This design comes from an exercise in tuning for small area, a short achievable clock period and few clock cycles on the open sky130 flow, not from production work.
The RTL was checked by simulation tests, not by an equivalence proof against the original design.
Power figures rest on the tool's default switching activity, not on a simulated workload.

## record_table_engine
module record_table_engine (
  input  logic        clk_i,
  input  logic        rst_ni,
  input  logic        in_valid_i,
  output logic        in_stall_o,
  input  logic [2:0]  cmd_i,
  input  logic [31:0] entry_id_i,
  input  logic [15:0] entry_score_i,
  input  logic [7:0]  entry_class_i,
  input  logic [63:0] entry_name_i,
  output logic        out_valid_o,
  input  logic        out_stall_i,
  output logic [1:0]  status_o,
  output logic [3:0]  position_o,
  output logic [31:0] out_id_o,
  output logic [15:0] out_score_o,
  output logic [7:0]  out_class_o,
  output logic [63:0] out_name_o,
  output logic [4:0]  count_o,
  output logic        last_o
);
  localparam int unsigned N = rte_pkg::TABLE_DEPTH;
  logic [119:0] tab_q [N];
  logic [4:0]   cnt_q, cnt_d;
  logic [N-1:0] vld_q, vld_d;         
  logic         stall_q, stall_d;
  logic         sort_q, sort_d;       
  logic         view_q, view_d;       
  logic         par_q;                
  logic [3:0]   vpos_q, vpos_d;       
  logic         ov_q, ov_d;
  logic [1:0]   ost_q;
  logic [3:0]   opos_q;
  logic [4:0]   ocnt_q;
  logic         olast_q;
  logic [119:0] orec_q;
  logic         sv_q, sv_d;
  logic [1:0]   sst_q;
  logic [3:0]   spos_q;
  ...
Size: about 11,000 cells after synthesis, roughly 2,100 flip-flops, roughly 260 I/O pins, ~100,000 um^2 of cells after synthesis.
export LEC_CHECK = 0
export CAP_MARGIN = 20
export CORE_MARGIN = 2
export CORE_UTILIZATION = 60
export SETUP_SLACK_MARGIN = 2.5
export SLEW_MARGIN = 20
export SYNTH_HIERARCHICAL = 1
create_clock -name core_clock -period 6.0 [get_ports {clk_i}]
standard.sh (not shown) runs the stock make flow with config.mk's settings and CLKGATE_MAP_FILE= SYNTH_SCRIPT=/design/flow/synth_recipe.tcl, a recipe that flattens the netlist after the stock synthesis.
==> flow/flow/run.sh <==
#!/bin/bash
# Layout flow: the standard layout (standard.sh, the ORFS flow from the
# standard synthesis to the final DEF), with one change: buffer_ports puts a
# plain buffer (buf_4) on every input and output port instead of the delay
# cell it picks by default.  Each ORFS step keeps its own log under
# orfs/logs/; make's own output goes to standard.log here.
set -euo pipefail
export BUFFER_PORTS_ARGS="-buffer_cell sky130_fd_sc_hd__buf_4"
bash standard.sh > standard.log 2>&1
The starting point stopped in 5_1_grt with GRT-0232.
Testbench counts at the start, summed over its fixed seeds: cycles 9,586.
Change:
- CORE_UTILIZATION: 60 -> 55
- CTS_BUF_LIST: unset -> sky130_fd_sc_hd__clkbuf_4
- SETUP_SLACK_MARGIN: 2.5 -> 2.3
- TNS_END_PERCENT: unset -> 20
With this change the flow completed, yet does not pass: max-slew violations.
Synthesized area is unchanged.
Synthesized cell count stays the same.

---

09-18:
record_table_engine, a different RTL version from the one above (not shown whole).
Size in the first run: roughly 11000 cells after synthesis, roughly 2100 flip-flops, roughly 260 I/O pins, about 100000 sq um of cells after synthesis.
export LEC_CHECK = 0
export CAP_MARGIN = 40
export CORE_MARGIN = 2
export CORE_UTILIZATION = 55
export CTS_BUF_LIST = sky130_fd_sc_hd__clkbuf_4
export SETUP_SLACK_MARGIN = 2.0
export SLEW_MARGIN = 40
export SYNTH_HIERARCHICAL = 1
export TNS_END_PERCENT = 20
create_clock -name core_clock -period 6.0 [get_ports {clk_i}]
Scripts as last shown in full above: flow/flow/run.sh
Testbench counts of 09-18, summed over its fixed seeds: cycles 9,680.
Modified inputs, 01-22 compared to 09-18
--- a/flow/config.mk
+++ b/flow/config.mk
@@ -6,10 +6,10 @@
 export NUM_CORES = 4
 export LEC_CHECK = 0
-export CAP_MARGIN = 40
+export CAP_MARGIN = 30
 export CORE_MARGIN = 2
-export CORE_UTILIZATION = 55
+export CORE_UTILIZATION = 62
 export CTS_BUF_LIST = sky130_fd_sc_hd__clkbuf_4
 export SETUP_SLACK_MARGIN = 2.0
-export SLEW_MARGIN = 40
+export SLEW_MARGIN = 30
 export SYNTH_HIERARCHICAL = 1
 export TNS_END_PERCENT = 20
[summary]
- Taking 09-18 as the reference, in 01-22 combinational cell power held steady; final antenna-violating net count held steady; clock power share shrank by 0.5 points; clock power held steady; count of inserted tapcells shrank by about 12%.
- In the flow results for 09-18 and 01-22, the number of gates resized after cts is smaller on 09-18.
- On minimum setup slack after placement: 01-22 sits below 09-18.
- 01-22 completed end to end; final checks failed (slew limit).

## re-timing with driven ports
How much do the figures lean on ideal ports? The routed layouts below were timed once more, with nothing changed but the port constraints.
Step 1 assumes that a clkbuf_16 drives the clock port and a buf_2 every other input.
Step 2 moves the port delays by t, midway between the first and last clock arrival at a register: inputs arrive t later, outputs are due t later. That takes back most of the time a late clock gives input paths.
a / b / c = no drivers / after step 1 / after step 2; a / b = the first two.
| run | t, ns | setup WS [ns] | hold WS [ns] | worst setup path at the end | pins driven straight from the clock port |
|---|---|---|---|---|---|
| the second run of note 1 | 1.588 | 1.430 / 1.430 / 0.578 | 0.083 / 0.090 / 0.455 | input to register | 1 |
| 09-18 | 1.545 | 1.836 / 1.836 / 0.727 | 0.121 / 0.141 / 0.443 | input to register | 1 |
| 01-22 | 1.560 | 1.768 / 1.768 / 0.646 | 0.161 / 0.091 / 0.390 | input to register | 1 |
The setup slack of 01-22, which loses most, moves by 0.000 ns with the drivers and by -1.122 ns with both steps.
